This is an optimization exercise on Yosys and OpenROAD, whose aim is small area, a short achievable clock period and few clock cycles per item, not a production implementation. Where RTL was checked, it was by simulation tests only, not by an equivalence proof against the original. No functional check of the RTL was part of run 4. No activity file was given, so power comes from the tool's default toggle rates.

`design/flow/run.sh`:
```
#!/bin/bash
# synth_recipe.tcl (not shown) runs the flow's synth.tcl, then flattens the netlist and writes it again
# the make line also repeats each setting of config.mk as NAME=value (left out here)
make -C /OpenROAD-flow-scripts/flow DESIGN_CONFIG=/design/flow/config.mk WORK_HOME=/design/flow/orfs CLKGATE_MAP_FILE= SYNTH_SCRIPT=/design/flow/synth_recipe.tcl finish
```
`design/flow/config.mk`:
```
export PLATFORM = sky130hd
export DESIGN_NAME = nearest_palette_color_unit
export DESIGN_NICKNAME = nearest_palette_color_unit
export VERILOG_FILES = /design/flow/design.v
export SDC_FILE = /design/flow/constraint.sdc
export NUM_CORES = 4
export LEC_CHECK = 0
export ABC_AREA = 1
export CAP_MARGIN = 20
export CORE_MARGIN = 2
export CORE_UTILIZATION = 40
export CTS_BUF_LIST = sky130_fd_sc_hd__clkbuf_16
export CTS_CLUSTER_DIAMETER = 80
export CTS_CLUSTER_SIZE = 30
export SETUP_SLACK_MARGIN = 2.5
export SLEW_MARGIN = 20
```
`design/flow/constraint.sdc`:
```
create_clock -name core_clock -period 5.5 [get_ports {clk_i}]
set_input_delay 1.1000 -clock core_clock [delete_from_list [all_inputs] [get_ports {clk_i}]]
set_output_delay 1.1000 -clock core_clock [all_outputs]
set_load 0.01 [all_outputs]
```
`design/flow/design.v`:
```
package npc_pkg;
  localparam int unsigned NumColors = 22;
endpackage
module nearest_palette_color_unit #(
  parameter int unsigned PALETTE_SIZE = 22
) (
  input  logic        clk_i,
  input  logic        rst_ni,
  input  logic        cfg_we_i,
  input  logic [21:0] cfg_wdata_i,
  input  logic        pixel_valid_i,
  output logic        pixel_ready_o,
  input  logic [31:0] pixel_word_i,
  output logic        result_valid_o,
  input  logic        result_ready_i,
  output logic [4:0]  color_index_o,
  output logic        none_enabled_o
);
  function automatic logic [1:0] cmp_join(input logic [1:0] hi, input logic [1:0] lo);
    cmp_join = {hi[1] | (hi[0] & lo[1]), hi[1] | (hi[0] & lo[0])};
  endfunction
  function automatic logic ge_key(input logic [11:0] x, input logic [11:0] y);
    logic [23:0] p;
    logic [23:0] q;
    q = '0;
    for (int k = 0; k < 12; k++) p[2*k +: 2] = {x[k] & ~y[k], x[k] | ~y[k]};
    q[0 +: 2] = cmp_join(p[2 +: 2], p[0 +: 2]);
    q[2 +: 2] = cmp_join(p[6 +: 2], p[4 +: 2]);
    q[4 +: 2] = cmp_join(p[10 +: 2], p[8 +: 2]);
    q[6 +: 2] = cmp_join(p[14 +: 2], p[12 +: 2]);
    q[8 +: 2] = cmp_join(p[18 +: 2], p[16 +: 2]);
    q[10 +: 2] = cmp_join(p[22 +: 2], p[20 +: 2]);
    p[0 +: 2] = cmp_join(q[2 +: 2], q[0 +: 2]);
    p[2 +: 2] = cmp_join(q[6 +: 2], q[4 +: 2]);
    p[4 +: 2] = cmp_join(q[10 +: 2], q[8 +: 2]);
    q[0 +: 2] = cmp_join(p[2 +: 2], p[0 +: 2]);
    q[2 +: 2] = p[4 +: 2];
    p[0 +: 2] = cmp_join(q[2 +: 2], q[0 +: 2]);
    ge_key = p[0];
  endfunction
  logic [21:0] enable_mask_q;
  always_ff @(posedge clk_i or negedge rst_ni) begin
    if (!rst_ni) enable_mask_q <= 22'h3fffff;
    else if (cfg_we_i) enable_mask_q <= cfg_wdata_i;
  end
  logic ready_q;
  logic take_px;
  assign pixel_ready_o = ready_q;
  assign take_px = pixel_valid_i & ready_q;
  logic [23:0] px_q;
  logic [21:0] en_q;
  logic        vin_q;
  logic [30:0] lt_q;
  always_ff @(posedge clk_i) begin
    lt_q[0] <= pixel_word_i[7:0] < 8'd187;
    lt_q[1] <= pixel_word_i[7:0] < 8'd102;
    lt_q[2] <= pixel_word_i[15:8] < 8'd102;
    lt_q[3] <= pixel_word_i[23:16] < 8'd102;
    lt_q[4] <= pixel_word_i[23:16] < 8'd128;
    lt_q[5] <= pixel_word_i[15:8] < 8'd128;
    lt_q[6] <= pixel_word_i[7:0] < 8'd191;
    lt_q[7] <= pixel_word_i[7:0] < 8'd146;
    lt_q[8] <= pixel_word_i[15:8] < 8'd211;
    lt_q[9] <= pixel_word_i[23:16] < 8'd202;
    lt_q[10] <= pixel_word_i[7:0] < 8'd34;
    lt_q[11] <= pixel_word_i[15:8] < 8'd139;
    lt_q[12] <= pixel_word_i[23:16] < 8'd34;
    lt_q[13] <= pixel_word_i[7:0] < 8'd64;
    lt_q[14] <= pixel_word_i[15:8] < 8'd224;
    lt_q[15] <= pixel_word_i[23:16] < 8'd208;
    lt_q[16] <= pixel_word_i[7:0] < 8'd128;
    lt_q[17] <= pixel_word_i[7:0] < 8'd186;
    lt_q[18] <= pixel_word_i[15:8] < 8'd184;
    lt_q[19] <= pixel_word_i[23:16] < 8'd108;
    lt_q[20] <= pixel_word_i[7:0] < 8'd135;
    lt_q[21] <= pixel_word_i[15:8] < 8'd206;
    lt_q[22] <= pixel_word_i[23:16] < 8'd235;
    lt_q[23] <= pixel_word_i[7:0] < 8'd143;
    lt_q[24] <= pixel_word_i[15:8] < 8'd21;
    lt_q[25] <= pixel_word_i[7:0] < 8'd144;
    lt_q[26] <= pixel_word_i[15:8] < 8'd238;
    lt_q[27] <= pixel_word_i[23:16] < 8'd144;
    lt_q[28] <= pixel_word_i[7:0] < 8'd165;
    lt_q[29] <= pixel_word_i[15:8] < 8'd42;
    lt_q[30] <= pixel_word_i[23:16] < 8'd42;
  end
  always_ff @(posedge clk_i) begin
    px_q <= pixel_word_i[23:0];
    en_q <= enable_mask_q;
  end
  always_ff @(posedge clk_i or negedge rst_ni) begin
    if (!rst_ni) vin_q <= 1'b0;
    else vin_q <= take_px;
  end
  logic [7:0] px_r, px_g, px_b;
  assign px_r = px_q[7:0];
  assign px_g = px_q[15:8];
  assign px_b = px_q[23:16];
  logic [7:0] mn_r_187;
  assign mn_r_187 = lt_q[0] ? px_r[7:0] : 8'd187;
  logic [6:0] mn_r_102;
  assign mn_r_102 = lt_q[1] ? px_r[6:0] : 7'd102;
  logic [6:0] mn_g_102;
  assign mn_g_102 = lt_q[2] ? px_g[6:0] : 7'd102;
  logic [6:0] mn_b_102;
  assign mn_b_102 = lt_q[3] ? px_b[6:0] : 7'd102;
  logic [7:0] mn_b_128;
  assign mn_b_128 = lt_q[4] ? px_b[7:0] : 8'd128;
  logic [7:0] mn_g_128;
  assign mn_g_128 = lt_q[5] ? px_g[7:0] : 8'd128;
  logic [7:0] mn_r_191;
  assign mn_r_191 = lt_q[6] ? px_r[7:0] : 8'd191;
  logic [7:0] mn_r_146;
  assign mn_r_146 = lt_q[7] ? px_r[7:0] : 8'd146;
  logic [7:0] mn_g_211;
  assign mn_g_211 = lt_q[8] ? px_g[7:0] : 8'd211;
  logic [7:0] mn_b_202;
  assign mn_b_202 = lt_q[9] ? px_b[7:0] : 8'd202;
  logic [5:0] mn_r_34;
  assign mn_r_34 = lt_q[10] ? px_r[5:0] : 6'd34;
  logic [7:0] mn_g_139;
  assign mn_g_139 = lt_q[11] ? px_g[7:0] : 8'd139;
  logic [5:0] mn_b_34;
  assign mn_b_34 = lt_q[12] ? px_b[5:0] : 6'd34;
  logic [6:0] mn_r_64;
  assign mn_r_64 = lt_q[13] ? px_r[6:0] : 7'd64;
  logic [7:0] mn_g_224;
  assign mn_g_224 = lt_q[14] ? px_g[7:0] : 8'd224;
  logic [7:0] mn_b_208;
  assign mn_b_208 = lt_q[15] ? px_b[7:0] : 8'd208;
  logic [7:0] mn_r_128;
  assign mn_r_128 = lt_q[16] ? px_r[7:0] : 8'd128;
  logic [7:0] mn_r_186;
  assign mn_r_186 = lt_q[17] ? px_r[7:0] : 8'd186;
  logic [7:0] mn_g_184;
  assign mn_g_184 = lt_q[18] ? px_g[7:0] : 8'd184;
  logic [6:0] mn_b_108;
  assign mn_b_108 = lt_q[19] ? px_b[6:0] : 7'd108;
  logic [7:0] mn_r_135;
  assign mn_r_135 = lt_q[20] ? px_r[7:0] : 8'd135;
  logic [7:0] mn_g_206;
  assign mn_g_206 = lt_q[21] ? px_g[7:0] : 8'd206;
  logic [7:0] mn_b_235;
  assign mn_b_235 = lt_q[22] ? px_b[7:0] : 8'd235;
  logic [7:0] mn_r_143;
  assign mn_r_143 = lt_q[23] ? px_r[7:0] : 8'd143;
  logic [4:0] mn_g_21;
  assign mn_g_21 = lt_q[24] ? px_g[4:0] : 5'd21;
  logic [7:0] mn_r_144;
  assign mn_r_144 = lt_q[25] ? px_r[7:0] : 8'd144;
  logic [7:0] mn_g_238;
  assign mn_g_238 = lt_q[26] ? px_g[7:0] : 8'd238;
  logic [7:0] mn_b_144;
  assign mn_b_144 = lt_q[27] ? px_b[7:0] : 8'd144;
  logic [7:0] mn_r_165;
  assign mn_r_165 = lt_q[28] ? px_r[7:0] : 8'd165;
  logic [5:0] mn_g_42;
  assign mn_g_42 = lt_q[29] ? px_g[5:0] : 6'd42;
  logic [5:0] mn_b_42;
  assign mn_b_42 = lt_q[30] ? px_b[5:0] : 6'd42;
  logic [11:0] k0;
  assign k0 = {en_q[0], 10'd383, 1'b1};
  logic [11:0] k1;
  assign k1 = {en_q[1], 10'(px_r) + 10'(px_g) + 10'(px_b) + 10'd1, 1'b0};
  logic [11:0] k2;
  assign k2 = {en_q[2], 10'(px_r) + 10'd256, 1'b0};
  logic [11:0] k3;
  assign k3 = {en_q[3], 10'(px_g) + 10'd256, 1'b0};
  logic [11:0] k4;
  assign k4 = {en_q[4], 10'(px_b) + 10'd256, 1'b0};
  logic [11:0] k5;
  assign k5 = {en_q[5], 10'(mn_r_187) + 10'd290, 1'b0};
  logic [11:0] k6;
  assign k6 = {en_q[6], 10'(mn_r_102) + 10'(mn_g_102) + 10'(mn_b_102) + 10'd230, 1'b1};
  logic [11:0] k7;
  assign k7 = {en_q[7], 10'(mn_b_128) + 10'd319, 1'b1};
  logic [11:0] k8;
  assign k8 = {en_q[8], 10'(mn_g_128) + 10'(mn_b_128) + 10'd255, 1'b1};
  logic [11:0] k9;
  assign k9 = {en_q[9], 10'(mn_r_191) + 10'(px_g) + 10'd160, 1'b1};
  logic [11:0] k10;
  assign k10 = {en_q[10], 10'(px_g) + 10'(px_b) + 10'd128, 1'b1};
  logic [11:0] k11;
  assign k11 = {en_q[11], 10'(mn_r_146) + 10'(mn_g_211) + 10'(mn_b_202) + 10'd104, 1'b0};
  logic [11:0] k12;
  assign k12 = {en_q[12], 10'(mn_r_34) + 10'(mn_g_139) + 10'(mn_b_34) + 10'd280, 1'b0};
  logic [11:0] k13;
  assign k13 = {en_q[13], 10'(mn_r_64) + 10'(mn_g_224) + 10'(mn_b_208) + 10'd135, 1'b1};
  logic [11:0] k14;
  assign k14 = {en_q[14], 10'(mn_r_128) + 10'd319, 1'b1};
  logic [11:0] k15;
  assign k15 = {en_q[15], 10'(mn_r_128) + 10'(mn_b_128) + 10'd255, 1'b1};
  logic [11:0] k16;
  assign k16 = {en_q[16], 10'(mn_r_186) + 10'(mn_g_184) + 10'(mn_b_108) + 10'd144, 1'b1};
  logic [11:0] k17;
  assign k17 = {en_q[17], 10'(mn_r_135) + 10'(mn_g_206) + 10'(mn_b_235) + 10'd95, 1'b1};
  logic [11:0] k18;
  assign k18 = {en_q[18], 10'(mn_r_143) + 10'(mn_g_21) + 10'd301, 1'b1};
  logic [11:0] k19;
  assign k19 = {en_q[19], 10'(mn_r_144) + 10'(mn_g_238) + 10'(mn_b_144) + 10'd120, 1'b1};
  logic [11:0] k20;
  assign k20 = {en_q[20], 10'(mn_r_165) + 10'(mn_g_42) + 10'(mn_b_42) + 10'd259, 1'b0};
  logic [11:0] k21;
  assign k21 = {en_q[21], 10'(px_r) + 10'(px_g) + 10'd128, 1'b1};
  logic [11:0] r0_0_key;
  logic [11:0] r0_1_key;
  logic [11:0] r0_2_key;
  logic [11:0] r0_3_key;
  logic [11:0] r0_4_key;
  logic [11:0] r0_5_key;
  logic [11:0] r0_6_key;
  logic [11:0] r0_7_key;
  logic [11:0] r0_8_key;
  logic [11:0] r0_9_key;
  logic [11:0] r0_10_key;
  logic [11:0] r0_11_key;
  logic [11:0] r0_12_key;
  logic [11:0] r0_13_key;
  logic [11:0] r0_14_key;
  logic [11:0] r0_15_key;
  logic [11:0] r0_16_key;
  logic [11:0] r0_17_key;
  logic [11:0] r0_18_key;
  logic [11:0] r0_19_key;
  logic [11:0] r0_20_key;
  logic [11:0] r0_21_key;
  logic vs0_q;
  always_ff @(posedge clk_i) begin
    r0_0_key <= k0;
    r0_1_key <= k1;
    r0_2_key <= k2;
    r0_3_key <= k3;
    r0_4_key <= k4;
    r0_5_key <= k5;
    r0_6_key <= k6;
    r0_7_key <= k7;
    r0_8_key <= k8;
    r0_9_key <= k9;
    r0_10_key <= k10;
    r0_11_key <= k11;
    r0_12_key <= k12;
    r0_13_key <= k13;
    r0_14_key <= k14;
    r0_15_key <= k15;
    r0_16_key <= k16;
    r0_17_key <= k17;
    r0_18_key <= k18;
    r0_19_key <= k19;
    r0_20_key <= k20;
    r0_21_key <= k21;
  end
  always_ff @(posedge clk_i or negedge rst_ni) begin
    if (!rst_ni) vs0_q <= 1'b0;
    else vs0_q <= vin_q;
  end
  logic [11:0] t1_0_key;
  logic [0:0] t1_0_idx;
  logic t1_0_ge01;
  assign t1_0_ge01 = ge_key(r0_0_key, r0_1_key);
  logic t1_0_w0;
  assign t1_0_w0 = t1_0_ge01;
  logic t1_0_w1;
  assign t1_0_w1 = !t1_0_ge01;
  assign t1_0_key = t1_0_w0 ? r0_0_key : r0_1_key;
  assign t1_0_idx = 1'(t1_0_w0 ? 1'd0 : 1'd1);
  logic [11:0] t1_1_key;
  logic [0:0] t1_1_idx;
  logic t1_1_ge01;
  assign t1_1_ge01 = ge_key(r0_2_key, r0_3_key);
  logic t1_1_w0;
  assign t1_1_w0 = t1_1_ge01;
  logic t1_1_w1;
  assign t1_1_w1 = !t1_1_ge01;
  assign t1_1_key = t1_1_w0 ? r0_2_key : r0_3_key;
  assign t1_1_idx = 1'(t1_1_w0 ? 1'd0 : 1'd1);
  logic [11:0] t1_2_key;
  logic [0:0] t1_2_idx;
  logic t1_2_ge01;
  assign t1_2_ge01 = ge_key(r0_4_key, r0_5_key);
  logic t1_2_w0;
  assign t1_2_w0 = t1_2_ge01;
  logic t1_2_w1;
  assign t1_2_w1 = !t1_2_ge01;
  assign t1_2_key = t1_2_w0 ? r0_4_key : r0_5_key;
  assign t1_2_idx = 1'(t1_2_w0 ? 1'd0 : 1'd1);
  logic [11:0] t1_3_key;
  logic [0:0] t1_3_idx;
  logic t1_3_ge01;
  assign t1_3_ge01 = ge_key(r0_6_key, r0_7_key);
  logic t1_3_w0;
  assign t1_3_w0 = t1_3_ge01;
  logic t1_3_w1;
  assign t1_3_w1 = !t1_3_ge01;
  assign t1_3_key = t1_3_w0 ? r0_6_key : r0_7_key;
  assign t1_3_idx = 1'(t1_3_w0 ? 1'd0 : 1'd1);
  logic [11:0] t1_4_key;
  logic [0:0] t1_4_idx;
  logic t1_4_ge01;
  assign t1_4_ge01 = ge_key(r0_8_key, r0_9_key);
  logic t1_4_w0;
  assign t1_4_w0 = t1_4_ge01;
  logic t1_4_w1;
  assign t1_4_w1 = !t1_4_ge01;
  assign t1_4_key = t1_4_w0 ? r0_8_key : r0_9_key;
  assign t1_4_idx = 1'(t1_4_w0 ? 1'd0 : 1'd1);
  logic [11:0] t1_5_key;
  logic [0:0] t1_5_idx;
  logic t1_5_ge01;
  assign t1_5_ge01 = ge_key(r0_10_key, r0_11_key);
  logic t1_5_w0;
  assign t1_5_w0 = t1_5_ge01;
  logic t1_5_w1;
  assign t1_5_w1 = !t1_5_ge01;
  assign t1_5_key = t1_5_w0 ? r0_10_key : r0_11_key;
  assign t1_5_idx = 1'(t1_5_w0 ? 1'd0 : 1'd1);
  logic [11:0] t1_6_key;
  logic [0:0] t1_6_idx;
  logic t1_6_ge01;
  assign t1_6_ge01 = ge_key(r0_12_key, r0_13_key);
  logic t1_6_w0;
  assign t1_6_w0 = t1_6_ge01;
  logic t1_6_w1;
  assign t1_6_w1 = !t1_6_ge01;
  assign t1_6_key = t1_6_w0 ? r0_12_key : r0_13_key;
  assign t1_6_idx = 1'(t1_6_w0 ? 1'd0 : 1'd1);
  logic [11:0] t1_7_key;
  logic [0:0] t1_7_idx;
  logic t1_7_ge01;
  assign t1_7_ge01 = ge_key(r0_14_key, r0_15_key);
  logic t1_7_w0;
  assign t1_7_w0 = t1_7_ge01;
  logic t1_7_w1;
  assign t1_7_w1 = !t1_7_ge01;
  assign t1_7_key = t1_7_w0 ? r0_14_key : r0_15_key;
  assign t1_7_idx = 1'(t1_7_w0 ? 1'd0 : 1'd1);
  logic [11:0] t1_8_key;
  logic [0:0] t1_8_idx;
  logic t1_8_ge01;
  assign t1_8_ge01 = ge_key(r0_16_key, r0_17_key);
  logic t1_8_w0;
  assign t1_8_w0 = t1_8_ge01;
  logic t1_8_w1;
  assign t1_8_w1 = !t1_8_ge01;
  assign t1_8_key = t1_8_w0 ? r0_16_key : r0_17_key;
  assign t1_8_idx = 1'(t1_8_w0 ? 1'd0 : 1'd1);
  logic [11:0] t1_9_key;
  logic [0:0] t1_9_idx;
  logic t1_9_ge01;
  assign t1_9_ge01 = ge_key(r0_18_key, r0_19_key);
  logic t1_9_w0;
  assign t1_9_w0 = t1_9_ge01;
  logic t1_9_w1;
  assign t1_9_w1 = !t1_9_ge01;
  assign t1_9_key = t1_9_w0 ? r0_18_key : r0_19_key;
  assign t1_9_idx = 1'(t1_9_w0 ? 1'd0 : 1'd1);
  logic [11:0] t1_10_key;
  logic [0:0] t1_10_idx;
  logic t1_10_ge01;
  assign t1_10_ge01 = ge_key(r0_20_key, r0_21_key);
  logic t1_10_w0;
  assign t1_10_w0 = t1_10_ge01;
  logic t1_10_w1;
  assign t1_10_w1 = !t1_10_ge01;
  assign t1_10_key = t1_10_w0 ? r0_20_key : r0_21_key;
  assign t1_10_idx = 1'(t1_10_w0 ? 1'd0 : 1'd1);
  logic [11:0] t2_0_key;
  logic [1:0] t2_0_idx;
  logic t2_0_ge01;
  assign t2_0_ge01 = ge_key(t1_0_key, t1_1_key);
  logic t2_0_w0;
  assign t2_0_w0 = t2_0_ge01;
  logic t2_0_w1;
  assign t2_0_w1 = !t2_0_ge01;
  assign t2_0_key = t2_0_w0 ? t1_0_key : t1_1_key;
  assign t2_0_idx = 2'(t2_0_w0 ? {1'd0, t1_0_idx} : {1'd1, t1_1_idx});
  logic [11:0] t2_1_key;
  logic [1:0] t2_1_idx;
  logic t2_1_ge01;
  assign t2_1_ge01 = ge_key(t1_2_key, t1_3_key);
  logic t2_1_w0;
  assign t2_1_w0 = t2_1_ge01;
  logic t2_1_w1;
  assign t2_1_w1 = !t2_1_ge01;
  assign t2_1_key = t2_1_w0 ? t1_2_key : t1_3_key;
  assign t2_1_idx = 2'(t2_1_w0 ? {1'd0, t1_2_idx} : {1'd1, t1_3_idx});
  logic [11:0] t2_2_key;
  logic [1:0] t2_2_idx;
  logic t2_2_ge01;
  assign t2_2_ge01 = ge_key(t1_4_key, t1_5_key);
  logic t2_2_w0;
  assign t2_2_w0 = t2_2_ge01;
  logic t2_2_w1;
  assign t2_2_w1 = !t2_2_ge01;
  assign t2_2_key = t2_2_w0 ? t1_4_key : t1_5_key;
  assign t2_2_idx = 2'(t2_2_w0 ? {1'd0, t1_4_idx} : {1'd1, t1_5_idx});
  logic [11:0] t2_3_key;
  logic [1:0] t2_3_idx;
  logic t2_3_ge01;
  assign t2_3_ge01 = ge_key(t1_6_key, t1_7_key);
  logic t2_3_w0;
  assign t2_3_w0 = t2_3_ge01;
  logic t2_3_w1;
  assign t2_3_w1 = !t2_3_ge01;
  assign t2_3_key = t2_3_w0 ? t1_6_key : t1_7_key;
  assign t2_3_idx = 2'(t2_3_w0 ? {1'd0, t1_6_idx} : {1'd1, t1_7_idx});
  logic [11:0] t2_4_key;
  logic [1:0] t2_4_idx;
  logic t2_4_ge01;
  assign t2_4_ge01 = ge_key(t1_8_key, t1_9_key);
  logic t2_4_w0;
  assign t2_4_w0 = t2_4_ge01;
  logic t2_4_w1;
  assign t2_4_w1 = !t2_4_ge01;
  assign t2_4_key = t2_4_w0 ? t1_8_key : t1_9_key;
  assign t2_4_idx = 2'(t2_4_w0 ? {1'd0, t1_8_idx} : {1'd1, t1_9_idx});
  logic [11:0] t2_5_key;
  logic [1:0] t2_5_idx;
  assign t2_5_key = t1_10_key;
  assign t2_5_idx = 2'(t1_10_idx);
  logic [11:0] r2_0_key;
  logic [1:0] r2_0_idx;
  logic [11:0] r2_1_key;
  logic [1:0] r2_1_idx;
  logic [11:0] r2_2_key;
  logic [1:0] r2_2_idx;
  logic [11:0] r2_3_key;
  logic [1:0] r2_3_idx;
  logic [11:0] r2_4_key;
  logic [1:0] r2_4_idx;
  logic [11:0] r2_5_key;
  logic [1:0] r2_5_idx;
  logic vs2_q;
  always_ff @(posedge clk_i) begin
    r2_0_key <= t2_0_key;
    r2_0_idx <= t2_0_idx;
    r2_1_key <= t2_1_key;
    r2_1_idx <= t2_1_idx;
    r2_2_key <= t2_2_key;
    r2_2_idx <= t2_2_idx;
    r2_3_key <= t2_3_key;
    r2_3_idx <= t2_3_idx;
    r2_4_key <= t2_4_key;
    r2_4_idx <= t2_4_idx;
    r2_5_key <= t2_5_key;
    r2_5_idx <= t2_5_idx;
  end
  always_ff @(posedge clk_i or negedge rst_ni) begin
    if (!rst_ni) vs2_q <= 1'b0;
    else vs2_q <= vs0_q;
  end
  logic [11:0] t3_0_key;
  logic [2:0] t3_0_idx;
  logic t3_0_ge01;
  assign t3_0_ge01 = ge_key(r2_0_key, r2_1_key);
  logic t3_0_w0;
  assign t3_0_w0 = t3_0_ge01;
  logic t3_0_w1;
  assign t3_0_w1 = !t3_0_ge01;
  assign t3_0_key = t3_0_w0 ? r2_0_key : r2_1_key;
  assign t3_0_idx = 3'(t3_0_w0 ? {1'd0, r2_0_idx} : {1'd1, r2_1_idx});
  logic [11:0] t3_1_key;
  logic [2:0] t3_1_idx;
  logic t3_1_ge01;
  assign t3_1_ge01 = ge_key(r2_2_key, r2_3_key);
  logic t3_1_w0;
  assign t3_1_w0 = t3_1_ge01;
  logic t3_1_w1;
  assign t3_1_w1 = !t3_1_ge01;
  assign t3_1_key = t3_1_w0 ? r2_2_key : r2_3_key;
  assign t3_1_idx = 3'(t3_1_w0 ? {1'd0, r2_2_idx} : {1'd1, r2_3_idx});
  logic [11:0] t3_2_key;
  logic [2:0] t3_2_idx;
  logic t3_2_ge01;
  assign t3_2_ge01 = ge_key(r2_4_key, r2_5_key);
  logic t3_2_w0;
  assign t3_2_w0 = t3_2_ge01;
  logic t3_2_w1;
  assign t3_2_w1 = !t3_2_ge01;
  assign t3_2_key = t3_2_w0 ? r2_4_key : r2_5_key;
  assign t3_2_idx = 3'(t3_2_w0 ? {1'd0, r2_4_idx} : {1'd1, r2_5_idx});
  logic [11:0] t4_0_key;
  logic [3:0] t4_0_idx;
  logic t4_0_ge01;
  assign t4_0_ge01 = ge_key(t3_0_key, t3_1_key);
  logic t4_0_w0;
  assign t4_0_w0 = t4_0_ge01;
  logic t4_0_w1;
  assign t4_0_w1 = !t4_0_ge01;
  assign t4_0_key = t4_0_w0 ? t3_0_key : t3_1_key;
  assign t4_0_idx = 4'(t4_0_w0 ? {1'd0, t3_0_idx} : {1'd1, t3_1_idx});
  logic [11:0] t4_1_key;
  logic [3:0] t4_1_idx;
  assign t4_1_key = t3_2_key;
  assign t4_1_idx = 4'(t3_2_idx);
  logic [11:0] r4_0_key;
  logic [3:0] r4_0_idx;
  logic [11:0] r4_1_key;
  logic [3:0] r4_1_idx;
  logic vs4_q;
  always_ff @(posedge clk_i) begin
    r4_0_key <= t4_0_key;
    r4_0_idx <= t4_0_idx;
    r4_1_key <= t4_1_key;
    r4_1_idx <= t4_1_idx;
  end
  always_ff @(posedge clk_i or negedge rst_ni) begin
    if (!rst_ni) vs4_q <= 1'b0;
    else vs4_q <= vs2_q;
  end
  logic [11:0] t5_0_key;
  logic [4:0] t5_0_idx;
  logic t5_0_ge01;
  assign t5_0_ge01 = ge_key(r4_0_key, r4_1_key);
  logic t5_0_w0;
  assign t5_0_w0 = t5_0_ge01;
  logic t5_0_w1;
  assign t5_0_w1 = !t5_0_ge01;
  assign t5_0_key = t5_0_w0 ? r4_0_key : r4_1_key;
  assign t5_0_idx = 5'(t5_0_w0 ? {1'd0, r4_0_idx} : {1'd1, r4_1_idx});
  logic [5:0] res;
  logic      res_v;
  assign res = {!t5_0_key[11], t5_0_key[11] ? 5'(t5_0_idx) : 5'd0};
  assign res_v = vs4_q;
  logic [5:0] q_v;
  logic [5:0] q0_q;
  logic [4:0] q1_q;
  logic [4:0] q2_q;
  logic [4:0] q3_q;
  logic [4:0] q4_q;
  logic [4:0] q5_q;
  logic [4:0] res_code;
  logic [5:0] q1_full;
  assign res_code = res[4:0] | {5{res[5]}};
  assign q1_full = {&q1_q, q1_q & {5{~&q1_q}}};
  logic take_res;
  assign take_res = q_v[0] & result_ready_i;
  assign result_valid_o = q_v[0];
  assign color_index_o = q0_q[4:0];
  assign none_enabled_o = q0_q[5];
  logic [5:0] sh_v;
  logic [5:0] nx_v;
  assign sh_v = take_res ? (q_v >> 1) : q_v;
  assign nx_v = sh_v | (res_v ? ((sh_v + 1'b1) & ~sh_v) : '0);
  always_ff @(posedge clk_i) begin
    q0_q <= sh_v[0] ? (take_res ? q1_full : q0_q) : res;
    q1_q <= sh_v[1] ? (take_res ? q2_q : q1_q) : res_code;
    q2_q <= sh_v[2] ? (take_res ? q3_q : q2_q) : res_code;
    q3_q <= sh_v[3] ? (take_res ? q4_q : q3_q) : res_code;
    q4_q <= sh_v[4] ? (take_res ? q5_q : q4_q) : res_code;
    q5_q <= sh_v[5] ? q5_q : res_code;
  end
  always_ff @(posedge clk_i or negedge rst_ni) begin
    if (!rst_ni) q_v <= '0;
    else q_v <= nx_v;
  end
  logic [2:0] occ_q;
  logic [2:0] occ_nx;
  assign occ_nx = occ_q + 3'(take_px) - 3'(take_res);
  always_ff @(posedge clk_i or negedge rst_ni) begin
    if (!rst_ni) begin
      occ_q   <= '0;
      ready_q <= 1'b0;
    end else begin
      occ_q   <= occ_nx;
      ready_q <= occ_nx < 3'd6;
    end
  end
endmodule
```
==> reports/metrics.yaml, run 1 <==
setup_path:
  max_stage_delay_ns: 0.43
  start_kind: "register"
  path_class: "reg2reg"
  end_kind: "register"
  critPathRequiredTime_ns: 6.06
  cp_data_arrival_time_ns: 3.44
  critPathSlowestCell: "dfxtp_4"
  critPathMaxFanout: 9
  crit_top_cell: "a21oi_1"
  crit_chain: "buf_4 > ha_1 > nand3_1 > nand2_1 > a21oi_1 > o21ai_1 > a21oi_1 > o21bai_1 > xor2_1 > inv_1 > ha_1 > a21oi_1 > xor2_1"
route:
  wl_um: 70000
  drc: 0
  ant_nets: 0
  vias: 22000
  drt_first_pass_iters: 5
  drtIter0Drc: 1327
  avgViaCountPerCell: 4.72
  wl_per_cell_um: 15.0
sta:
  clock_skew_ns: 0.0342
  setup_tns_ns: 0
  fin_crit_sh: 0.524
  rsz0062_at_grt: "yes"
  setup_viol: 0
  worst_pin_slew_ns: 0.770
  max_freq_ghz: 0.347
  final-hold-violation-count: 0
  maxSlewViolCount: 0
  post-route-min-period_ns: 2.88
  relSlewSlack: 0.487
  setup_ws_ns: 2.62
clock_network:
  cts-root-buf: "clkbuf_16"
  cts_max_level: 1
  clkLatencyLatePin_ns: 0.64
  clk_pin_slew_ns: 0.10
  cts_made_buffers: 30
  tritoncts: "yes"
  ctsLongestPathBuffers: 3
  clock-sinks: 481
die:
  initial_core_util: 0.405
  ios: 67
  rows: 95
  core_area_sq_um: 67400
  die_area_sq_um: 70400
  die_y_um: 265
  die_x_um: 265
yosys:
  async_flop_share: 0.0748
  netlist.area_leader.share: 0.303
  synth_seq_cells: 481
  synth.yosys.seq_area_share: 0.371
  synth_top_cell_by_area: "dfxtp_1"
  synthCells: 3675
  ys_types: 62
  synth_edf_count: 31
  synth_area_sq_um: 27300
  synthTopCellsByArea: "dfxtp_1, nand2_1, ha_1, inv_1, fa_1"
  yosys.cell_count.top_type: "nand2_1"
  syn-num-nets: 4015
  ys.flop_type: "dfxtp_1"
  ys_top_cells_by_count: "nand2_1, inv_1, dfxtp_1"
  syn_area_per_cell_sq_um: 7.43
  yosys_warnings: 1
run_status:
  status: "finished clean"
finish:
  final_cells: 4664
  drive_gt1_frac: 0.0879
  synthToLayoutAreaGrowth_pct: 12.5
  filler_cell_count: 6677
  nNetsFinal: 4105
pwr:
  leakage_uw: 0.0164
  power.total_uw: 17500
  ir_drop_uv: 314
  powerDensity_nw_per_um2: 570
placement:
  gp_routability_congestion: 0.895
  pre_cts_ws_ns: 1.89
  hpwl_um: 53800
  portBuffers: 58
  dp.cells: 4558
grt:
  grt_pass1_vias: 20500
  grt_pass1_wl_um: 109000
  grt.overflow.total: 0
  grt_max_degree: 37
  track_usage: 0.197
  antenna_found_initial: 1
worst_hold_path:
  min_path_type: "reg2reg"
run:
  drv_cap: 0
-- state kept, by name, summed over array words and instances (netlist names), 22 cells and up --
name,flops
enable_mask_q,22
lt_q,31
en_q,22
px_q,24
-- per-layer routing --
metal	part of all wire	vias to the layer above	wire length, um	track usage
met4	0.031	0	2140	0.0628
met3	0.051	110	3580	0.0268
met5	0	-	0	0
li1	-	11600	-	-
met1	0.48	9913	33400	0.273
met2	0.44	420	30900	0.319
-- where the power goes --
part | switching (uW) | internal, uW | leakage [uW]
clock network | 1510 | 1150 | 0.000554
registers | 644 | 4770 | 0.00423
logic | 6310 | 3130 | 0.0116
-- cell families after synthesis --
| logic type | synth area share |
|---|---|
| and+or+nand+nor | 0.247 |
| DFF | 0.371 |
| muxes | 0.00907 |
| buffers and inverters | 0.106 |
| xor gates and xnor gates | 0.0314 |
| adders and majority gates | 0.148 |
| AOI/OAI and AO/OA | 0.0878 |
-- critical path, delay by kind of cell (launching register included) --
family | cells | cell delay (ns)
flip-flops | 1 | 0.43
buffers and inverters | 2 | 0.31
XOR/XNOR | 2 | 0.41
AO/OA/AOI/OAI | 5 | 0.77
adder cells (fa/ha/maj) | 2 | 0.70
AND/OR/NAND/NOR | 2 | 0.21
-- timing repair --
action,CTS,global route
gates resized for setup,48,84
endpoints found under the hold margin,0,0
pin swaps,3,15
endpoints found under the setup margin,101,94
hold buffers,0,0
buffers inserted,17,31
-- worst paths after layout --
kind	start	end	slack (ns)	cells after the start
min in group asynchronous	rst_ni	q_v[4]	0.57	2
worst min register to register	en_q[3]	r0_3_key[11]	0.33	0
worst min-delay path	en_q[3]	r0_3_key[11]	0.33	0
max in group asynchronous	rst_ni	occ_q[0]	4.52	2
worst max register to register	px_q[2]	r0_1_key[9]	2.62	13
worst max-delay path	px_q[2]	r0_1_key[9]	2.62	13
-- placed cells by master (no fill, tap or decap), types with 31 or more instances in the layout --
master / n
buf_4: 55
nand3_1: 205
fa_1: 65
o21ai_1: 41
nand2_1: 1089
xor2_1: 75
inv_1: 636
nor2_1: 238
ha_1: 201
clkdlybuf4s50_1: 56
dfxtp_1: 388
edfxtp_1: 31
a21oi_1: 136
o21ai_0: 126
-- through the flow --
stage,utilization,area [sq um],hold WS (ns)
final,0.456,30700,0.328
after global routing,0.456,30700,0.331
after CTS,0.447,30200,0.334
after detailed placement,0.426,28700,0.312
after global placement,0.426,28700,0.311
after floorplan,-,27300,0.310
-- area by class of cell --
type                            instances  area (sq um)  share of cell area
Clock buffer                           30           751              0.0244
Sequential cell                       481         10200               0.332
Tap cell                              873          1090              0.0355
Clock inverter                         26           417              0.0136
Antenna cell                            2          5.00            0.000163
Inverter                              667          2520              0.0819
Multi-Input combinational cell       2462         14600               0.476
Timing Repair Buffer                  123          1130              0.0366
Testbench counts, summed over its fixed seeds: cycles 16,040, items 16,000.
==> run 2: changes to the inputs <==
--- a/design/flow/config.mk
+++ b/design/flow/config.mk
@@ -12,5 +12,5 @@
 export CTS_BUF_LIST = sky130_fd_sc_hd__clkbuf_16
 export CTS_CLUSTER_DIAMETER = 80
 export CTS_CLUSTER_SIZE = 30
-export SETUP_SLACK_MARGIN = 2.5
+export SETUP_SLACK_MARGIN = 2.7
 export SLEW_MARGIN = 20
==> reports/metrics.yaml, run 2 <==
sta:
  post-route-min-period_ns: 2.85  # -0.0308 ns
  setup_viol: 0  # unchanged
  max_freq_ghz: 0.351  # +1.1%
  maxSlewViolCount: 0  # unchanged
  fin_crit_sh: 0.518  # -0.00559
  setup_tns_ns: 0  # unchanged
  relSlewSlack: 0.493  # +0.00623
  rsz0062_at_grt: "yes"
  worst_pin_slew_ns: 0.760  # -0.00934 ns
  clock_skew_ns: 0.0258  # -0.00845 ns
  final-hold-violation-count: 0  # unchanged
  setup_ws_ns: 2.65  # +0.0308 ns
yosys:
  synth_area_sq_um: 27300  # unchanged
  ys_types: 62  # unchanged
  synth_edf_count: 31  # unchanged
  ys.flop_type: "dfxtp_1"
  synth_top_cell_by_area: "dfxtp_1"
  syn-num-nets: 4015  # unchanged
  synthTopCellsByArea: "dfxtp_1, nand2_1, ha_1, inv_1, fa_1"
  async_flop_share: 0.0748  # unchanged
  yosys.cell_count.top_type: "nand2_1"
  yosys_warnings: 1  # unchanged
  ys_top_cells_by_count: "nand2_1, inv_1, dfxtp_1"
  synth_seq_cells: 481  # unchanged
  syn_area_per_cell_sq_um: 7.43  # unchanged
  synth.yosys.seq_area_share: 0.371  # unchanged
  synthCells: 3675  # unchanged
  netlist.area_leader.share: 0.303  # unchanged
finish:
  antenna_cells: 0  # -2
  top_register: "lt_q"
  top_regs: "lt_q x31, px_q x24"
  drive_gt1_frac: 0.138  # +0.0500
  final_common_cell: "nand2_1"
  synthToLayoutAreaGrowth_pct: 18.0
  nNetsFinal: 4196  # +2.2%
  final_cell_mix: "nand2_1, inv_1, dfxtp_1"
  largest_reg_flops: 31  # unchanged
  final_cells: 4753  # +1.9%
pwr:
  clockPowerShare: 0.142  # -0.010
  leakage_uw: 0.0169  # +3.2%
  p_seq_frac: 0.296  # -0.013
  power_switching_uw: 8740  # +3.1%
  ir_drop_uv: 360  # +15%
  p_sw_frac: 0.478  # -0.00550
  p_int_uw: 9540  # +5.4%
  p_comb_frac: 0.562  # +0.023
  powerDensity_nw_per_um2: 567  # -0.50%
clock_network:
  cts_max_level: 1  # unchanged
  cts-root-buf: "clkbuf_16"
  ctsLongestPathBuffers: 3  # unchanged
  clk_pin_slew_ns: 0.09  # about the same
  cts_made_buffers: 30  # unchanged
  clkLatencyLatePin_ns: 0.64  # about the same
  holdBufCountCts: 0  # unchanged
  tritoncts: "yes"
  clock-sinks: 481  # unchanged
setup_path:
  crit_top_cell: "nand2_1"
  max_stage_delay_ns: 0.49  # +0.06 ns
  start_kind: "register"
  critPathRequiredTime_ns: 6.03  # -0.03 ns
  end_kind: "register"
  critPathSlowestCell: "fa_1"
  crit_chain: "buf_12 > buf_4 > clkinvlp_4 > nand2_1 > fa_1 > ha_1 > ha_4 > fa_2 > a31oi_4 > nor2_1 > o21ai_0 > nand2_1 > xor2_1"
  critPathMaxFanout: 8  # -1
  path_delay_family: "adder cells"
  cp_data_arrival_time_ns: 3.38  # -0.06 ns
  path_class: "reg2reg"
  crit_buf_inv: 3  # +1
grt:
  grt.overflow.total: 0  # unchanged
  antenna_found_initial: 0  # -1
  track_usage: 0.199  # +0.00179
  grt_max_degree: 37  # unchanged
  grt_pass1_vias: 20700  # +0.71%
  grt_pass1_wl_um: 111000  # +1.4%
route:
  avgViaCountPerCell: 4.76  # +0.73%
  drtIter0Drc: 1394  # +5.0%
  drt_first_pass_iters: 7  # +2
  ant_nets: 0  # unchanged
  vias: 22600  # +2.7%
  wl_um: 72000  # +2.9%
  wl_per_cell_um: 15.1  # +0.93%
  drc: 0  # unchanged
placement:
  portBuffers: 58  # unchanged
  pre_cts_ws_ns: 1.94  # +0.0509 ns
  dp.cells: 4557  # -0.022%
  gp_routability_congestion: 0.882  # -1.4%
  hpwl_um: 53600  # -0.41%
die:
  ios: 67  # unchanged
  rows: 95  # unchanged
  initial_core_util: 0.405  # unchanged
  die_y_um: 265  # unchanged
  die_x_um: 265  # unchanged
  die_area_sq_um: 70400  # unchanged
  core_area_sq_um: 67400  # unchanged
run_status:
  status: "finished clean"
run:
  drv_cap: 0  # unchanged
worst_hold_path:
  min_path_type: "reg2reg"
==> run 2: cell counts after synthesis <==
No cell type changed its count.
==> run 2: routing by layer <==
layer	part of all wire	global-route usage
met4	0.035	0.0655
met5	0	0
met2	0.44	0.322
met3	0.049	0.0227
met1	0.47	0.277
==> run 2: path summary, 6_finish.rpt <==
| kind | from | to | slack, ns | cells after the start |
|---|---|---|---|---|
| setup / recovery | px_q[1] | r0_11_key[9] | 2.65 | 13 |
| min in group asynchronous | rst_ni | q_v[0] | 0.58 | 2 |
| hold reg to reg | en_q[11] | r0_11_key[11] | 0.33 | 0 |
| hold / removal | en_q[11] | r0_11_key[11] | 0.33 | 0 |
| setup reg to reg | px_q[1] | r0_11_key[9] | 2.65 | 13 |
| max in group asynchronous | rst_ni | occ_q[0] | 4.51 | 2 |
==> run 2: power groups by stage <==
stage / registers (uW) / logic [uW] / clock network, uW
6_report: 5410 / 10300 / 2600
5_1_grt: 5530 / 11600 / 2810
4_1_cts: 5410 / 9340 / 2670
3_5_place_dp: 5500 / 8980 / 0
3_3_place_gp: 5500 / 8900 / 0
2_1_floorplan: 5240 / 7100 / 0
==> run 2: repair_timing <==
| item | 4_1_cts | 5_1_grt |
|---|---|---|
| buffers inserted | 46 | 92 |
| endpoints found under the setup margin | 145 | 117 |
| gates cloned | 0 | 2 |
| pin swaps | 23 | 92 |
| resized for setup | 117 | 193 |
==> run 2: layout make-up <==
type	count	area, sq um
inverters	667	2530
clock buffers	30	751
well taps	873	1090
fillers	6521	35200
multi-input cells	2464	15300
clock inverters	26	378
flip-flops and latches	481	10200
repair buffers	212	1980
==> run 2: metrics by stage <==
| stage | cell area (sq um) | utilization | power [uW] | hold slack, ns |
|---|---|---|---|---|
| final | 32200 | 0.478 | 18300 | 0.331 |
| after global routing | 32200 | 0.478 | 20000 | 0.336 |
| after CTS | 30600 | 0.455 | 17400 | 0.334 |
| after detailed placement | 28700 | 0.426 | 14500 | 0.312 |
| after global placement | 28700 | 0.426 | 14400 | 0.311 |
| after floorplan | 27300 | - | 12300 | 0.310 |
==> run 2: logic make-up (layout without fill, tap and decap cells) <==
family / Yosys count / after routing / share of synthesized area
AND/OR/NAND/NOR: 1642 / 1644 / 0.247
buffers and inverters: 732 / 935 / 0.106
flip-flops: 481 / 481 / 0.371
AO/OA/AOI/OAI: 419 / 419 / 0.0878
adder cells (fa/ha/maj): 281 / 281 / 0.148
XOR/XNOR: 98 / 98 / 0.0314
multiplexers: 22 / 22 / 0.00907
==> run 3: changes to the inputs <==
--- a/design/flow/config.mk
+++ b/design/flow/config.mk
@@ -6,11 +6,11 @@
 export NUM_CORES = 4
 export LEC_CHECK = 0
 export ABC_AREA = 1
-export CAP_MARGIN = 20
+export CAP_MARGIN = 10
 export CORE_MARGIN = 2
 export CORE_UTILIZATION = 40
 export CTS_BUF_LIST = sky130_fd_sc_hd__clkbuf_16
 export CTS_CLUSTER_DIAMETER = 80
 export CTS_CLUSTER_SIZE = 30
-export SETUP_SLACK_MARGIN = 2.7
-export SLEW_MARGIN = 20
+export SETUP_SLACK_MARGIN = 2.6
+export SLEW_MARGIN = 10
==> reports/metrics.yaml, run 3 <==
clock_network:
  cts_made_buffers: 28  # -6.7%
  cts-root-buf: "clkbuf_16"
  clkLatencyLatePin_ns: 0.62  # -0.02 ns
  clk_pin_slew_ns: 0.11  # +0.02 ns
  clock-sinks: 481  # unchanged
  holdBufCountCts: 0  # unchanged
  ctsLongestPathBuffers: 3  # unchanged
  cts_max_level: 1  # unchanged
  tritoncts: "yes"
setup_path:
  cp_data_arrival_time_ns: 3.34  # -0.04 ns
  start_kind: "register"
  critPathSlowestCell: "fa_1"
  max_stage_delay_ns: 0.54  # +0.05 ns
  crit_buf_inv: 3  # unchanged
  end_kind: "register"
  path_delay_family: "adder cells"
  path_class: "reg2reg"
  crit_chain: "buf_12 > nand2_1 > fa_1 > inv_1 > ha_1 > ha_1 > a21oi_1 > o21ai_2 > a21oi_1 > inv_1 > a21oi_2 > nor2_1 > nor2_1 > o21bai_1"
  critPathMaxFanout: 4  # -4
  critPathRequiredTime_ns: 6.00  # -0.03 ns
finish:
  final_common_cell: "nand2_1"
  top_register: "lt_q"
  nNetsFinal: 4109  # -2.1%
  finalInstanceArea_sq_um: 30900  # -4.3%
  synthToLayoutAreaGrowth_pct: 12.9
  drive_gt1_frac: 0.0944  # -0.0435
  final_cells: 4664  # -1.9%
  antenna_cells: 0  # unchanged
  top_regs: "lt_q x31, px_q x24"
  final_cell_mix: "nand2_1, inv_1, dfxtp_1"
  largest_reg_flops: 31  # unchanged
sta:
  max_freq_ghz: 0.352  # +0.39%
  rsz0062_at_grt: "yes"
  relSlewSlack: 0.523  # +0.0299
  fin_crit_sh: 0.516  # -0.00200
  post-route-min-period_ns: 2.84  # -0.0110 ns
  maxSlewViolCount: 0  # unchanged
  setup_tns_ns: 0  # unchanged
  setup_ws_ns: 2.66  # +0.0110 ns
  worst_pin_slew_ns: 0.716  # -0.0449 ns
  clock_skew_ns: 0.0384  # +0.0126 ns
  final-hold-violation-count: 0  # unchanged
  setup_viol: 0  # unchanged
yosys:
  synthTopCellsByArea: "dfxtp_1, nand2_1, ha_1, inv_1, fa_1"
  synthCells: 3675  # unchanged
  synth_seq_cells: 481  # unchanged
  syn_area_per_cell_sq_um: 7.43  # unchanged
  syn-num-nets: 4015  # unchanged
  async_flop_share: 0.0748  # unchanged
  ys_types: 62  # unchanged
  synth.yosys.seq_area_share: 0.371  # unchanged
  ys.flop_type: "dfxtp_1"
  ys_top_cells_by_count: "nand2_1, inv_1, dfxtp_1"
  yosys_warnings: 1  # unchanged
  synth_top_cell_by_area: "dfxtp_1"
  synth_area_sq_um: 27300  # unchanged
  netlist.area_leader.share: 0.303  # unchanged
  yosys.cell_count.top_type: "nand2_1"
  synth_edf_count: 31  # unchanged
grt:
  antenna_found_initial: 1  # +1
  grt_pass1_vias: 20300  # -1.9%
  grt_max_degree: 37  # unchanged
  grt_pass1_wl_um: 108000  # -2.5%
  grt.overflow.total: 0  # unchanged
  track_usage: 0.195  # -0.00395
pwr:
  p_int_uw: 9040  # -5.3%
  leakage_uw: 0.0164  # -3.0%
  ir_drop_uv: 343  # -4.8%
  clockPowerShare: 0.141  # about the same
  powerDensity_nw_per_um2: 565  # -0.38%
  power_switching_uw: 8390  # -3.9%
  p_comb_frac: 0.546  # -0.016
  p_seq_frac: 0.313  # +0.017
  p_sw_frac: 0.482  # +0.00365
  power.total_uw: 17400  # -4.6%
route:
  avgViaCountPerCell: 4.73  # -0.43%
  wl_per_cell_um: 14.9  # -1.4%
  drc: 0  # unchanged
  drt_first_pass_iters: 7  # unchanged
  drtIter0Drc: 1238  # -11%
  ant_nets: 0  # unchanged
  vias: 22100  # -2.3%
  wl_um: 69700  # -3.2%
die:
  die_area_sq_um: 70400  # unchanged
  die_x_um: 265  # unchanged
  initial_core_util: 0.405  # unchanged
  die_y_um: 265  # unchanged
  core_area_sq_um: 67400  # unchanged
  rows: 95  # unchanged
  ios: 67  # unchanged
worst_hold_path:
  min_path_type: "reg2reg"
run:
  drv_cap: 0  # unchanged
placement:
  portBuffers: 58  # unchanged
  hpwl_um: 53600  # about the same
  gp_routability_congestion: 0.888  # +0.73%
  place_area_sq_um: 28700  # about the same
  dp.cells: 4556  # -0.022%
  pre_cts_ws_ns: 1.89  # -0.0536 ns
run_status:
  status: "finished clean"
-- run 3: cell counts after synthesis --
Identical to the previous run, type by type.
-- run 3: power by group through the flow --
stage / clock (uW) / combinational [uW] / sequential (uW)
floorplan: 0 / 7090 / 5240
global placement: 0 / 8750 / 5530
detailed placement: 0 / 8840 / 5540
CTS: 2550 / 9030 / 5460
global route: 2670 / 10900 / 5560
finish: 2460 / 9520 / 5450
-- run 3: final timing paths --
| check | startpoint | to | slack (ns) | cells after the start |
|---|---|---|---|---|
| setup / recovery | px_q[4] | r0_13_key[10] | 2.66 | 14 |
| hold / removal | en_q[1] | r0_1_key[11] | 0.33 | 0 |
| setup reg to reg | px_q[4] | r0_13_key[10] | 2.66 | 14 |
| hold reg to reg | en_q[1] | r0_1_key[11] | 0.33 | 0 |
| max in group asynchronous | rst_ni | enable_mask_q[18] | 4.54 | 2 |
| min in group asynchronous | rst_ni | occ_q[0] | 0.56 | 2 |
-- run 3: metrics by stage --
stage,hold slack (ns),util
2_1_floorplan,0.310,-
3_3_place_gp,0.311,0.426
3_5_place_dp,0.312,0.426
4_1_cts,0.329,0.447
5_1_grt,0.334,0.458
6_report,0.326,0.458
-- run 3: worst register-to-register path, delay by kind of cell, from the launching register on --
family	cells	cell delay (ns)
buffers and inverters	3	0.23
adders and majority gates	3	1.18
DFF	1	0.41
and+or+nand+nor	3	0.20
AOI/OAI and AO/OA	5	0.71
-- run 3: cell type report --
| type | instances | area, sq um |
|---|---|---|
| clock buffers | 28 | 701 |
| clock inverters | 24 | 339 |
| fillers | 6679 | 36500 |
| inverters | 667 | 2520 |
| multi-input cells | 2464 | 14800 |
| flip-flops and latches | 481 | 10200 |
| well taps | 873 | 1090 |
| repair buffers | 127 | 1210 |
-- run 3: cell families (layout without fill, tap and decap cells) --
group	Yosys count	count (layout)	share of synthesized area
compound gates	419	419	0.0878
xor+xnor	98	98	0.0314
fa+ha+maj	281	281	0.148
buf+inv	732	846	0.106
flops	481	481	0.371
mux	22	22	0.00907
simple gates	1642	1644	0.247
-- run 3: repair_timing --
item,CTS,global route
buffers inserted,23,31
gates cloned,0,2
endpoints found under the setup margin,114,97
pin swaps,5,28
gates resized for setup,67,127
-- run 3: metal layers --
| metal | vias up | track usage | routed length [um] | share of wire |
|---|---|---|---|---|
| met5 | - | 0 | 0 | 0 |
| met4 | 0 | 0.0660 | 2200 | 0.032 |
| met3 | 96 | 0.0222 | 3660 | 0.052 |
| met2 | 468 | 0.310 | 30700 | 0.44 |
| met1 | 9922 | 0.276 | 33100 | 0.48 |
| li1 | 11600 | - | - | - |
==> run 4: changes to the inputs <==
--- a/design/flow/design.v
+++ b/design/flow/design.v
@@ -202,9 +202,20 @@
   assign k20 = {en_q[20], 10'(mn_r_165) + 10'(mn_g_42) + 10'(mn_b_42) + 10'd259, 1'b0};
   logic [11:0] k21;
   assign k21 = {en_q[21], 10'(px_r) + 10'(px_g) + 10'd128, 1'b1};
+  logic [11:0] t1_1_key;
+  logic [0:0] t1_1_idx;
+  logic t1_1_ge01;
+  assign t1_1_ge01 = ge_key(k2, k3);
+  logic t1_1_w0;
+  assign t1_1_w0 = t1_1_ge01;
+  logic t1_1_w1;
+  assign t1_1_w1 = !t1_1_ge01;
+  assign t1_1_key = t1_1_w0 ? k2 : k3;
+  assign t1_1_idx = 1'(t1_1_w0 ? 1'd0 : 1'd1);
   logic [11:0] r0_0_key;
   logic [11:0] r0_1_key;
   logic [11:0] r0_2_key;
+  logic [0:0] r0_2_idx;
   logic [11:0] r0_3_key;
   logic [11:0] r0_4_key;
   logic [11:0] r0_5_key;
@@ -223,31 +234,30 @@
   logic [11:0] r0_18_key;
   logic [11:0] r0_19_key;
   logic [11:0] r0_20_key;
-  logic [11:0] r0_21_key;
   logic vs0_q;
   always_ff @(posedge clk_i) begin
     r0_0_key <= k0;
     r0_1_key <= k1;
-    r0_2_key <= k2;
-    r0_3_key <= k3;
-    r0_4_key <= k4;
-    r0_5_key <= k5;
-    r0_6_key <= k6;
-    r0_7_key <= k7;
-    r0_8_key <= k8;
-    r0_9_key <= k9;
-    r0_10_key <= k10;
-    r0_11_key <= k11;
-    r0_12_key <= k12;
-    r0_13_key <= k13;
-    r0_14_key <= k14;
-    r0_15_key <= k15;
-    r0_16_key <= k16;
-    r0_17_key <= k17;
-    r0_18_key <= k18;
-    r0_19_key <= k19;
-    r0_20_key <= k20;
-    r0_21_key <= k21;
+    r0_2_key <= t1_1_key;
+    r0_2_idx <= t1_1_idx;
+    r0_3_key <= k4;
+    r0_4_key <= k5;
+    r0_5_key <= k6;
+    r0_6_key <= k7;
+    r0_7_key <= k8;
+    r0_8_key <= k9;
+    r0_9_key <= k10;
+    r0_10_key <= k11;
+    r0_11_key <= k12;
+    r0_12_key <= k13;
+    r0_13_key <= k14;
+    r0_14_key <= k15;
+    r0_15_key <= k16;
+    r0_16_key <= k17;
+    r0_17_key <= k18;
+    r0_18_key <= k19;
+    r0_19_key <= k20;
+    r0_20_key <= k21;
   end
   always_ff @(posedge clk_i or negedge rst_ni) begin
     if (!rst_ni) vs0_q <= 1'b0;
@@ -263,116 +273,106 @@
   assign t1_0_w1 = !t1_0_ge01;
   assign t1_0_key = t1_0_w0 ? r0_0_key : r0_1_key;
   assign t1_0_idx = 1'(t1_0_w0 ? 1'd0 : 1'd1);
-  logic [11:0] t1_1_key;
-  logic [0:0] t1_1_idx;
-  logic t1_1_ge01;
-  assign t1_1_ge01 = ge_key(r0_2_key, r0_3_key);
-  logic t1_1_w0;
-  assign t1_1_w0 = t1_1_ge01;
-  logic t1_1_w1;
-  assign t1_1_w1 = !t1_1_ge01;
-  assign t1_1_key = t1_1_w0 ? r0_2_key : r0_3_key;
-  assign t1_1_idx = 1'(t1_1_w0 ? 1'd0 : 1'd1);
   logic [11:0] t1_2_key;
   logic [0:0] t1_2_idx;
   logic t1_2_ge01;
-  assign t1_2_ge01 = ge_key(r0_4_key, r0_5_key);
+  assign t1_2_ge01 = ge_key(r0_3_key, r0_4_key);
   logic t1_2_w0;
   assign t1_2_w0 = t1_2_ge01;
   logic t1_2_w1;
   assign t1_2_w1 = !t1_2_ge01;
-  assign t1_2_key = t1_2_w0 ? r0_4_key : r0_5_key;
+  assign t1_2_key = t1_2_w0 ? r0_3_key : r0_4_key;
   assign t1_2_idx = 1'(t1_2_w0 ? 1'd0 : 1'd1);
   logic [11:0] t1_3_key;
   logic [0:0] t1_3_idx;
   logic t1_3_ge01;
-  assign t1_3_ge01 = ge_key(r0_6_key, r0_7_key);
+  assign t1_3_ge01 = ge_key(r0_5_key, r0_6_key);
   logic t1_3_w0;
   assign t1_3_w0 = t1_3_ge01;
   logic t1_3_w1;
   assign t1_3_w1 = !t1_3_ge01;
-  assign t1_3_key = t1_3_w0 ? r0_6_key : r0_7_key;
+  assign t1_3_key = t1_3_w0 ? r0_5_key : r0_6_key;
   assign t1_3_idx = 1'(t1_3_w0 ? 1'd0 : 1'd1);
   logic [11:0] t1_4_key;
   logic [0:0] t1_4_idx;
   logic t1_4_ge01;
-  assign t1_4_ge01 = ge_key(r0_8_key, r0_9_key);
+  assign t1_4_ge01 = ge_key(r0_7_key, r0_8_key);
   logic t1_4_w0;
   assign t1_4_w0 = t1_4_ge01;
   logic t1_4_w1;
   assign t1_4_w1 = !t1_4_ge01;
-  assign t1_4_key = t1_4_w0 ? r0_8_key : r0_9_key;
+  assign t1_4_key = t1_4_w0 ? r0_7_key : r0_8_key;
   assign t1_4_idx = 1'(t1_4_w0 ? 1'd0 : 1'd1);
   logic [11:0] t1_5_key;
   logic [0:0] t1_5_idx;
   logic t1_5_ge01;
-  assign t1_5_ge01 = ge_key(r0_10_key, r0_11_key);
+  assign t1_5_ge01 = ge_key(r0_9_key, r0_10_key);
   logic t1_5_w0;
   assign t1_5_w0 = t1_5_ge01;
   logic t1_5_w1;
   assign t1_5_w1 = !t1_5_ge01;
-  assign t1_5_key = t1_5_w0 ? r0_10_key : r0_11_key;
+  assign t1_5_key = t1_5_w0 ? r0_9_key : r0_10_key;
   assign t1_5_idx = 1'(t1_5_w0 ? 1'd0 : 1'd1);
   logic [11:0] t1_6_key;
   logic [0:0] t1_6_idx;
   logic t1_6_ge01;
-  assign t1_6_ge01 = ge_key(r0_12_key, r0_13_key);
+  assign t1_6_ge01 = ge_key(r0_11_key, r0_12_key);
   logic t1_6_w0;
   assign t1_6_w0 = t1_6_ge01;
   logic t1_6_w1;
   assign t1_6_w1 = !t1_6_ge01;
-  assign t1_6_key = t1_6_w0 ? r0_12_key : r0_13_key;
+  assign t1_6_key = t1_6_w0 ? r0_11_key : r0_12_key;
   assign t1_6_idx = 1'(t1_6_w0 ? 1'd0 : 1'd1);
   logic [11:0] t1_7_key;
   logic [0:0] t1_7_idx;
   logic t1_7_ge01;
-  assign t1_7_ge01 = ge_key(r0_14_key, r0_15_key);
+  assign t1_7_ge01 = ge_key(r0_13_key, r0_14_key);
   logic t1_7_w0;
   assign t1_7_w0 = t1_7_ge01;
   logic t1_7_w1;
   assign t1_7_w1 = !t1_7_ge01;
-  assign t1_7_key = t1_7_w0 ? r0_14_key : r0_15_key;
+  assign t1_7_key = t1_7_w0 ? r0_13_key : r0_14_key;
   assign t1_7_idx = 1'(t1_7_w0 ? 1'd0 : 1'd1);
   logic [11:0] t1_8_key;
   logic [0:0] t1_8_idx;
   logic t1_8_ge01;
-  assign t1_8_ge01 = ge_key(r0_16_key, r0_17_key);
+  assign t1_8_ge01 = ge_key(r0_15_key, r0_16_key);
   logic t1_8_w0;
   assign t1_8_w0 = t1_8_ge01;
   logic t1_8_w1;
   assign t1_8_w1 = !t1_8_ge01;
-  assign t1_8_key = t1_8_w0 ? r0_16_key : r0_17_key;
+  assign t1_8_key = t1_8_w0 ? r0_15_key : r0_16_key;
   assign t1_8_idx = 1'(t1_8_w0 ? 1'd0 : 1'd1);
   logic [11:0] t1_9_key;
   logic [0:0] t1_9_idx;
   logic t1_9_ge01;
-  assign t1_9_ge01 = ge_key(r0_18_key, r0_19_key);
+  assign t1_9_ge01 = ge_key(r0_17_key, r0_18_key);
   logic t1_9_w0;
   assign t1_9_w0 = t1_9_ge01;
   logic t1_9_w1;
   assign t1_9_w1 = !t1_9_ge01;
-  assign t1_9_key = t1_9_w0 ? r0_18_key : r0_19_key;
+  assign t1_9_key = t1_9_w0 ? r0_17_key : r0_18_key;
   assign t1_9_idx = 1'(t1_9_w0 ? 1'd0 : 1'd1);
   logic [11:0] t1_10_key;
   logic [0:0] t1_10_idx;
   logic t1_10_ge01;
-  assign t1_10_ge01 = ge_key(r0_20_key, r0_21_key);
+  assign t1_10_ge01 = ge_key(r0_19_key, r0_20_key);
   logic t1_10_w0;
   assign t1_10_w0 = t1_10_ge01;
   logic t1_10_w1;
   assign t1_10_w1 = !t1_10_ge01;
-  assign t1_10_key = t1_10_w0 ? r0_20_key : r0_21_key;
+  assign t1_10_key = t1_10_w0 ? r0_19_key : r0_20_key;
   assign t1_10_idx = 1'(t1_10_w0 ? 1'd0 : 1'd1);
   logic [11:0] t2_0_key;
   logic [1:0] t2_0_idx;
   logic t2_0_ge01;
-  assign t2_0_ge01 = ge_key(t1_0_key, t1_1_key);
+  assign t2_0_ge01 = ge_key(t1_0_key, r0_2_key);
   logic t2_0_w0;
   assign t2_0_w0 = t2_0_ge01;
   logic t2_0_w1;
   assign t2_0_w1 = !t2_0_ge01;
-  assign t2_0_key = t2_0_w0 ? t1_0_key : t1_1_key;
-  assign t2_0_idx = 2'(t2_0_w0 ? {1'd0, t1_0_idx} : {1'd1, t1_1_idx});
+  assign t2_0_key = t2_0_w0 ? t1_0_key : r0_2_key;
+  assign t2_0_idx = 2'(t2_0_w0 ? {1'd0, t1_0_idx} : {1'd1, r0_2_idx});
   logic [11:0] t2_1_key;
   logic [1:0] t2_1_idx;
   logic t2_1_ge01;
--- a/design/flow/config.mk
+++ b/design/flow/config.mk
@@ -6,11 +6,11 @@
 export NUM_CORES = 4
 export LEC_CHECK = 0
 export ABC_AREA = 1
-export CAP_MARGIN = 10
+export CAP_MARGIN = 20
 export CORE_MARGIN = 2
 export CORE_UTILIZATION = 40
 export CTS_BUF_LIST = sky130_fd_sc_hd__clkbuf_16
 export CTS_CLUSTER_DIAMETER = 80
-export CTS_CLUSTER_SIZE = 30
+export CTS_CLUSTER_SIZE = 34
 export SETUP_SLACK_MARGIN = 2.6
-export SLEW_MARGIN = 10
+export SLEW_MARGIN = 20
==> reports/metrics.yaml, run 4 <==
pwr:
  ir_drop_uv: 468  # +36%
  leakage_uw: 0.0164  # +0.32%
  powerDensity_nw_per_um2: 574  # +1.5%
setup_path:
  crit_path_end: "r0_12_key[10]"
  critPathMaxFanout: 7  # +3
  worstSetupStartpoint: "px_q[9]"
  start_kind: "register"
  r2r_cells: 14  # unchanged
  cp_data_arrival_time_ns: 3.42  # +0.08 ns
  crit_top_cell: "nor2_1"
  crit_chain: "nand2_1 > ha_4 > inv_2 > fa_1 > ha_2 > inv_2 > fa_2 > o21ai_2 > a21oi_1 > nor2_1 > nor2_1 > nor2_1 > nor2_1 > o21bai_1"
  path_class: "reg2reg"
  critPathSlowestCell: "fa_1"
  critPathRequiredTime_ns: 6.02  # +0.02 ns
  rrSetupSlack_ns: 2.60  # -0.06 ns
  worst_r2r_endpoint: "r0_12_key[10]"
  max_stage_delay_ns: 0.49  # -0.05 ns
  reg2reg_from: "px_q[9]"
  end_kind: "register"
grt:
  antenna_found_initial: 1  # unchanged
  track_usage: 0.200  # +0.00474
  grt_max_degree: 31  # -16%
  grt_pass1_wl_um: 111000  # +2.5%
  grt.overflow.total: 0  # unchanged
  grt_pass1_vias: 20800  # +2.3%
clock_network:
  ctsLongestPathBuffers: 3  # unchanged
  cts_made_buffers: 27  # -3.6%
  tritoncts: "yes"
  clk_pin_slew_ns: 0.10  # about the same
  holdBufCountCts: 0  # unchanged
  cts_max_level: 1  # unchanged
  clock-sinks: 473  # -1.7%
  cts-root-buf: "clkbuf_16"
  clkLatencyLatePin_ns: 0.61  # about the same
placement:
  hpwl_um: 54400  # +1.4%
  dp.cells: 4527  # -0.64%
  portBuffers: 58  # unchanged
  gp_routability_congestion: 0.867  # -2.3%
finish:
  final_common_cell: "nand2_1"
  final_cell_mix: "nand2_1, inv_1, dfxtp_1"
  nNetsFinal: 4122  # +0.32%
  finalCoreUtilization: 0.461  # +0.00358
  drive_gt1_frac: 0.109  # +0.0146
  final_cells: 4660  # -0.086%
  top_regs: "lt_q x31, px_q x24"
  antenna_cells: 0  # unchanged
  top_register: "lt_q"
  largest_reg_flops: 31  # unchanged
  synthToLayoutAreaGrowth_pct: 14.2
route:
  wl_met2_um: 32200  # +4.8%
  maxUsedRoutingLayer: "met4"
  ant_nets: 0  # unchanged
  wl_per_cell_um: 15.2  # +1.5%
  drt_first_pass_iters: 6  # -1
  vias: 22100  # +0.12%
  avgViaCountPerCell: 4.74  # +0.21%
  drtIter0Drc: 1541  # +24%
  route.met3.wl_um: 3920  # +7.2%
  drt-met1-wl_um: 32400  # -2.1%
  wl_um: 70700  # +1.4%
  drc: 0  # unchanged
sta:
  clock_skew_ns: 0.0253  # -0.0131 ns
  fin_crit_sh: 0.527  # +0.0103
  max_freq_ghz: 0.345  # -2.0%
  final-hold-violation-count: 0  # unchanged
  relSlewSlack: 0.449  # -0.0740
  setup_tns_ns: 0  # unchanged
  rsz0062_at_grt: "yes"
  maxSlewViolCount: 0  # unchanged
  post-route-min-period_ns: 2.90  # +0.0568 ns
  worst_pin_slew_ns: 0.827  # +0.111 ns
  setup_viol: 0  # unchanged
die:
  core_area_sq_um: 67300  # -0.18%
  die_area_sq_um: 70100  # -0.46%
  rows: 95  # unchanged
  ios: 67  # unchanged
  initial_core_util: 0.404  # -0.00120
  die_y_um: 265  # -0.23%
  die_x_um: 265  # -0.23%
yosys:
  syn-num-nets: 4002  # -0.32%
  synthMuxAreaShare: 0.00911  # +0.0000430
  ys_types: 61  # -1.6%
  ys_top_cells_by_count: "nand2_1, inv_1, dfxtp_1"
  synth_top_family_by_area: "simple AND/OR/NAND/NOR gates"
  synth.yosys.seq_area_share: 0.367  # -0.00413
  async_flop_share: 0.0761  # +0.00127
  syn_area_per_cell_sq_um: 7.46  # +0.29%
  synth_top_cell_by_area: "dfxtp_1"
  yosys.cell_count.top_type: "nand2_1"
  yosys_warnings: 1  # unchanged
  netlist.area_leader.share: 0.299  # -0.00445
  ys.flop_type: "dfxtp_1"
  synthAdderAreaFrac: 0.156  # +0.00760
  synthSimpleGateAreaFrac: 0.241  # -0.00560
  synth_xor_area_frac: 0.0309  # -0.000495
  synth_compound_area_frac: 0.0912  # +0.00341
  synth_edf_count: 31  # unchanged
  synth_area_sq_um: 27200  # -0.47%
  synthCells: 3647  # -0.76%
  synth_seq_cells: 473  # -1.7%
  synthTopCellsByArea: "dfxtp_1, nand2_1, ha_1, inv_1, fa_1"
worst_hold_path:
  min_path_type: "reg2reg"
run_status:
  status: "finished clean"
run:
  drv_cap: 0  # unchanged
run 4: cell count changes after synthesis, moves of 5 or more:
cell and change:
a21oi_1 -5, dfxtp_1 -8, ha_1 +15, nand2_1 -8
nand3_1 -8, nor2_1 -22, o21ai_0 +15, o21bai_1 +5
xnor2_1 -5
run 4: final cells by class:
cell class | instances | area [sq um]
clock buffer | 27 | 676
clock inverter | 22 | 289
fill | 6722 | 36200
inverter | 663 | 2530
multi-input combinational | 2445 | 14900
sequential | 473 | 10100
tap | 873 | 1090
timing repair buffer | 157 | 1470
run 4: worst max-delay path: cells and delay by family, from the launching register on:
family,cells,cell delay (ns)
fa+ha+maj,4,1.33
simple gates,5,0.56
flops,1,0.48
compound gates,3,0.39
buf+inv,2,0.08
run 4: logic make-up after synthesis:
| kind of cell | Yosys count |
|---|---|
| and+or+nand+nor | 1601 |
| buffers and inverters | 729 |
| DFF | 473 |
| AOI/OAI and AO/OA | 430 |
| adders and majority gates | 296 |
| xor gates and xnor gates | 96 |
| muxes | 22 |
run 4: layer usage:
layer / vias to the layer above / global-route usage
met3: 106 / 0.0219
met1: 9927 / 0.270
met2: 518 / 0.337
met5: - / 0
li1: 11600 / -
met4: 0 / 0.0608
run 4: stage by stage:
stage / cell area [sq um] / setup slack (ns) / power [uW] / hold slack [ns]
floorplan: 27200 / 2.58 / 12400 / 0.310
global placement: 28600 / 1.92 / 14500 / 0.311
detailed placement: 28600 / 1.91 / 14600 / 0.312
CTS: 30100 / 2.46 / 17100 / 0.333
global route: 31000 / 2.48 / 19500 / 0.336
finish: 31000 / 2.60 / 17800 / 0.329
run 4: report_power, final:
part	internal, uW	leakage, uW	switching (uW)
clock	1020	0.000478	1330
sequential	4720	0.00416	644
combinational	3490	0.0118	6600
run 4: timing repair:
item | 4_1_cts | 5_1_grt
gates resized for setup | 89 | 136
setup buffers | 30 | 53
endpoints found under the setup margin | 121 | 103
cloned | 0 | 1
pin swaps | 3 | 51
endpoints found under the hold margin | 0 | 0
run 4: worst min-delay path by stage:
stage,startpoint,end,slack (ns),depth (start not counted)
after floorplan,en_q[0],r0_0_key[11],0.31,0
after global routing,en_q[18],r0_17_key[11],0.34,0
after CTS,en_q[18],r0_17_key[11],0.33,0
final,en_q[18],r0_17_key[11],0.33,0
after detailed placement,en_q[16],r0_15_key[11],0.31,0
after global placement,en_q[11],r0_10_key[11],0.31,0
